What follows belongs to an exercise in optimizing a design on an open flow for small area, a short achievable clock period and few clock cycles per item; a production flow would make more cautious choices.
In this exercise RTL edits were held to simulation tests only and were not proved equivalent to the original.
Power and IR drop assume default switching activity.

// postfix_expression_evaluator
module postfix_expression_evaluator #(
	parameter int STACK_DEPTH = pee_pkg::DEFAULT_STACK_DEPTH
) (
	input  wire logic        clk,
	input  wire logic        arst_n,
	input  wire logic        s_axis_tvalid,
	output logic             s_axis_tready,
	input  wire logic [7:0]  s_axis_tdata,    
	input  wire logic        s_axis_tlast,    
	output logic             m_axis_tvalid,
	input  wire logic        m_axis_tready,
	output logic [31:0]      m_axis_tdata,    
	output logic [1:0]       m_axis_tuser     
);
	localparam int MEM_N = STACK_DEPTH - 2;
	localparam int DEPTH_W = $clog2(STACK_DEPTH + 1);
	localparam int IDX_W = $clog2(MEM_N);
	localparam int W = pee_pkg::WORD_W;
	localparam int SYMB = 10;   
	logic h_v, s_v;
	logic [SYMB-1:0] h_q, s_q, in_dec;
	logic push, take;
	logic in_last, in_dig, in_add, in_sub, in_mul, in_div, in_oth, in_as;
	logic [3:0] in_val;
	assign in_dec = {s_axis_tlast,
		(s_axis_tdata >= pee_pkg::SYM_ZERO) && (s_axis_tdata <= pee_pkg::SYM_NINE),
		s_axis_tdata == pee_pkg::SYM_PLUS,
		s_axis_tdata == pee_pkg::SYM_MINUS,
		s_axis_tdata == pee_pkg::SYM_TIMES,
		s_axis_tdata == pee_pkg::SYM_SLASH,
		s_axis_tdata[3:0]};
	assign s_axis_tready = !s_v;
	assign push = s_axis_tvalid && !s_v;
	assign {in_last, in_dig, in_add, in_sub, in_mul, in_div, in_val} = h_q;
	assign in_oth = !(in_dig || in_add || in_sub || in_mul || in_div);
	assign in_as = in_add || in_sub;
	always_ff @(posedge clk or negedge arst_n) begin
		if (!arst_n) begin
			h_v <= 1'b0;
			s_v <= 1'b0;
		end else if (take) begin
			h_v <= s_v || push;
			s_v <= 1'b0;
		end else if (push) begin
			h_v <= 1'b1;
  ...
For scale: roughly 2,200 cells after synthesis, roughly 49 I/O pins, ~27,000 µm² of cells after synthesis.
Settings: LEC_CHECK=0, ABC_CLOCK_PERIOD_IN_PS=3000, CAP_MARGIN=35, CORE_MARGIN=2, CORE_UTILIZATION=55, CTS_BUF_LIST=sky130_fd_sc_hd__clkbuf_8, CTS_CLUSTER_DIAMETER=50, CTS_CLUSTER_SIZE=16, SLEW_MARGIN=35; clock period 10.0 ns.
standard.sh (not shown) runs the stock make flow with config.mk's settings and CLKGATE_MAP_FILE= SYNTH_SCRIPT=/design/flow/synth_recipe.tcl, a recipe that flattens the netlist after the stock synthesis.
==> flow/flow/run.sh <==
#!/bin/bash
set -euo pipefail
bash standard.sh SETUP_SLACK_MARGIN=5.5 finish > standard_flow.log 2>&1
The baseline ran to the end with no violations.
Testbench counts at the start, summed over its fixed seeds: cycles 20,352, items 1,920.
Next try:
==> flow/flow/run.sh (replaced) <==
#!/bin/bash
set -euo pipefail
bash standard.sh SETUP_SLACK_MARGIN=6 finish > standard_flow.log 2>&1
- CORE_UTILIZATION: 55 -> 62
- PLACE_DENSITY: unset -> 0.72
After rerunning: The changed run went through all stages and came out clean; worst hold slack hardly moves; power decreases by 0.50%; synthesized cell count stays the same; core utilization increases by 7.3 points; routed wire length decreases by 3.3%; sequential power stays flat.
Next try:
==> flow/flow/run.sh (replaced) <==
#!/bin/bash
set -euo pipefail
bash standard.sh SETUP_SLACK_MARGIN=6.8 finish > standard_flow.log 2>&1
What happened: Clock skew is lower by 0.0073 ns. Clock power is higher by a few percent. Global-route usage is higher by 2.3 points. Sequential power is higher by a few percent. Final area is higher by a little under a tenth. Die area stays the same. Sequential share of layout area is lower by 4.0 points.

========
Starting RTL as in the previous note.
Settings: LEC_CHECK=0, ABC_CLOCK_PERIOD_IN_PS=3000, CAP_MARGIN=35, CORE_MARGIN=2, CORE_UTILIZATION=68, CTS_BUF_LIST=sky130_fd_sc_hd__clkbuf_8, CTS_CLUSTER_DIAMETER=50, CTS_CLUSTER_SIZE=16, PLACE_DENSITY=0.8, SLEW_MARGIN=35; clock period 10.0 ns.
==> flow/flow/run.sh <==
#!/bin/bash
set -euo pipefail
bash standard.sh SETUP_SLACK_MARGIN=6 finish > standard_flow.log 2>&1
Testbench counts at the start, summed over its fixed seeds: cycles 20,352, items 1,920.
Rerun with:
Settings changed: CORE_UTILIZATION 68 to 55, PLACE_DENSITY 0.8 to unset.
What happened:
- The changed run finished clean
- critical path depth stays the same
- sequential share of layout area decreases by 0.57 points
- wire length increases by a few percent
- final cell count increases by a few percent
- count of clock-buffer cells in the layout increases by 5
- final area increases slightly
- hold slack is better by 0.0051 ns
Rerun with:
Settings changed: CTS_CLUSTER_DIAMETER 50 to unset, CTS_CLUSTER_SIZE 16 to unset.
What happened: Setup slack degrades by 0.023 ns; via count came out higher slightly; wire length came out higher slightly; cell area came out higher by a few percent.
Rerun with:
==> flow/flow/run.sh (replaced) <==
#!/bin/bash
set -euo pipefail
bash standard.sh SETUP_SLACK_MARGIN=6.6 finish > standard_flow.log 2>&1
Settings changed: CORE_UTILIZATION 55 to 62, CTS_CLUSTER_DIAMETER set to 50, CTS_CLUSTER_SIZE set to 16, PLACE_DENSITY set to 0.72.
What happened:
- power goes down by a few percent
- global-route usage goes up by 2.5 points
- non-clock buffer count goes up by 112
- wire length goes down slightly
- design area goes up by a few percent
- hold slack improved by 0.012 ns

========
## amber
Starting RTL as in the previous note.
export LEC_CHECK = 0
export ABC_CLOCK_PERIOD_IN_PS = 3000
export CAP_MARGIN = 35
export CORE_MARGIN = 2
export CORE_UTILIZATION = 62
export CTS_BUF_LIST = sky130_fd_sc_hd__clkbuf_8
export CTS_CLUSTER_DIAMETER = 50
export CTS_CLUSTER_SIZE = 16
export PLACE_DENSITY = 0.72
export SLEW_MARGIN = 35
create_clock -name core_clock -period 10.0 [get_ports {clk}]
==> flow/flow/run.sh <==
#!/bin/bash
set -euo pipefail
bash standard.sh SETUP_SLACK_MARGIN=6.4 finish > standard_flow.log 2>&1
The flow did not stop early for amber: all stages ran, and the layout cleared the timing, design-rule and antenna checks.
Testbench counts of amber, summed over its fixed seeds: cycles 20,352, items 1,920.
### amber -> nickel
==> flow/flow/run.sh <==
#!/bin/bash
set -euo pipefail
bash standard.sh SETUP_SLACK_MARGIN=6.3 finish > standard_flow.log 2>&1
[summary]
No stage failed in nickel, and the final checks on the layout all came back clean.
Post-CTS clock slew at the launch and capture registers of the worst setup and hold paths: amber vs nickel — no meaningful difference
Worst-case reg-to-reg path depth was lower in amber than in nickel.
As far as total wire length after detailed routing is concerned, amber and nickel perform about the same.
Going from amber to nickel, placed instance area stayed essentially flat, number of antenna violations at the first check in global routing fell by 1, share of final-layout standard cells stronger than drive strength 1 rose by 0.28 points.
Cell area, nickel vs amber: up slightly
Looking at combinational power share, nickel sits 1.5 points higher than amber does.
Of nickel and amber, amber shows the higher slack of the critical path, with nickel below it.
sky130_fd_sc_hd__clkdlybuf4s50_1 as the cell with the largest stage delay on the worst path was reported by nickel, and sky130_fd_sc_hd__o31a_1 by amber.
Input changes introduced in indigo (baseline for comparison: nickel):
# nickel
export LEC_CHECK = 0
export ABC_CLOCK_PERIOD_IN_PS = 3000
export CAP_MARGIN = 35
export CORE_MARGIN = 2
export CORE_UTILIZATION = 62
export CTS_BUF_LIST = sky130_fd_sc_hd__clkbuf_8
export CTS_CLUSTER_DIAMETER = 50
export CTS_CLUSTER_SIZE = 16
export PLACE_DENSITY = 0.72
export SLEW_MARGIN = 35
create_clock -name core_clock -period 10.0 [get_ports {clk}]
# indigo
export LEC_CHECK = 0
export ABC_CLOCK_PERIOD_IN_PS = 3000
export CAP_MARGIN = 35
export CORE_MARGIN = 2
export CORE_UTILIZATION = 55
export CTS_BUF_LIST = sky130_fd_sc_hd__clkbuf_8
export CTS_CLUSTER_DIAMETER = 50
export CTS_CLUSTER_SIZE = 16
export SLEW_MARGIN = 35
export TNS_END_PERCENT = 10
create_clock -name core_clock -period 10.0 [get_ports {clk}]
==> flow/flow/run.sh <==
#!/bin/bash
set -euo pipefail
bash standard.sh SETUP_SLACK_MARGIN=6 finish > standard_flow.log 2>&1
## What came out
Sequential share of layout area was higher in indigo than in nickel.
Between nickel and indigo, area added between synthesis and finish decreased.
Of indigo and nickel, the run reporting the higher detail-routed net length per standard cell was indigo.
Measured against indigo, the die span in y of nickel comes out at 0.943 times the reference value.
Final cell area excluding filler cells: higher on nickel
Between indigo and nickel, it is indigo whose horizontal die dimension is higher, by 6.1%.
Summary of indigo over nickel: wire length reported by the detailed router went up by about 3.7%; number of ordinary and repair buffers in the finished layout has decreased.

[afterwards: timing with drivers on the ports]
The flow's constraints put no driver on any port. The routed layouts listed below were extracted and timed again, unchanged, in two steps. Step 1 assumes that a clkbuf_16 drives the clock port and a buf_2 every other input. Step 2 moves the port delays by t, midway between the first and last clock arrival at a register: inputs arrive t later, outputs are due t later. That takes back most of the time a late clock gives input paths. a / b / c = no drivers / after step 1 / after step 2; a / b = the first two.
| run | t, ns | setup WS [ns] | latest minus earliest clock arrival (ns) | worst slew at a driven data input, ns | pins driven straight from the clock port |
|---|---|---|---|---|---|
| the first run of note 1 | 0.738 | 5.742 / 5.742 / 5.452 | 0.035 / 0.035 | 0.03 | 1 |
| the second run of note 1 | 0.734 | 6.073 / 6.019 / 5.612 | 0.053 / 0.053 | 0.03 | 1 |
| the third run of note 1 | 0.740 | 6.244 / 6.244 / 5.861 | 0.045 / 0.045 | 0.03 | 1 |
| the first run of note 2 | 0.734 | 6.072 / 6.015 / 5.522 | 0.045 / 0.045 | 0.03 | 1 |
| the second run of note 2 | 0.740 | 6.057 / 5.995 / 5.544 | 0.029 / 0.029 | 0.04 | 1 |
| the third run of note 2 | 0.724 | 6.034 / 5.980 / 5.560 | 0.027 / 0.027 | 0.04 | 1 |
| the fourth run of note 2 | 0.754 | 6.418 / 6.418 / 5.835 | 0.045 / 0.045 | 0.03 | 1 |
| amber | 0.732 | 6.421 / 6.409 / 5.764 | 0.050 / 0.050 | 0.03 | 1 |
| nickel | 0.736 | 6.317 / 6.262 / 5.643 | 0.049 / 0.048 | 0.03 | 1 |
| indigo | 0.756 | 5.988 / 5.927 / 5.521 | 0.030 / 0.030 | 0.03 | 1 |
After both steps setup and hold are still met in every run listed. The setup slack of nickel, which loses most, moves by -0.055 ns with the drivers and by -0.674 ns with both steps.
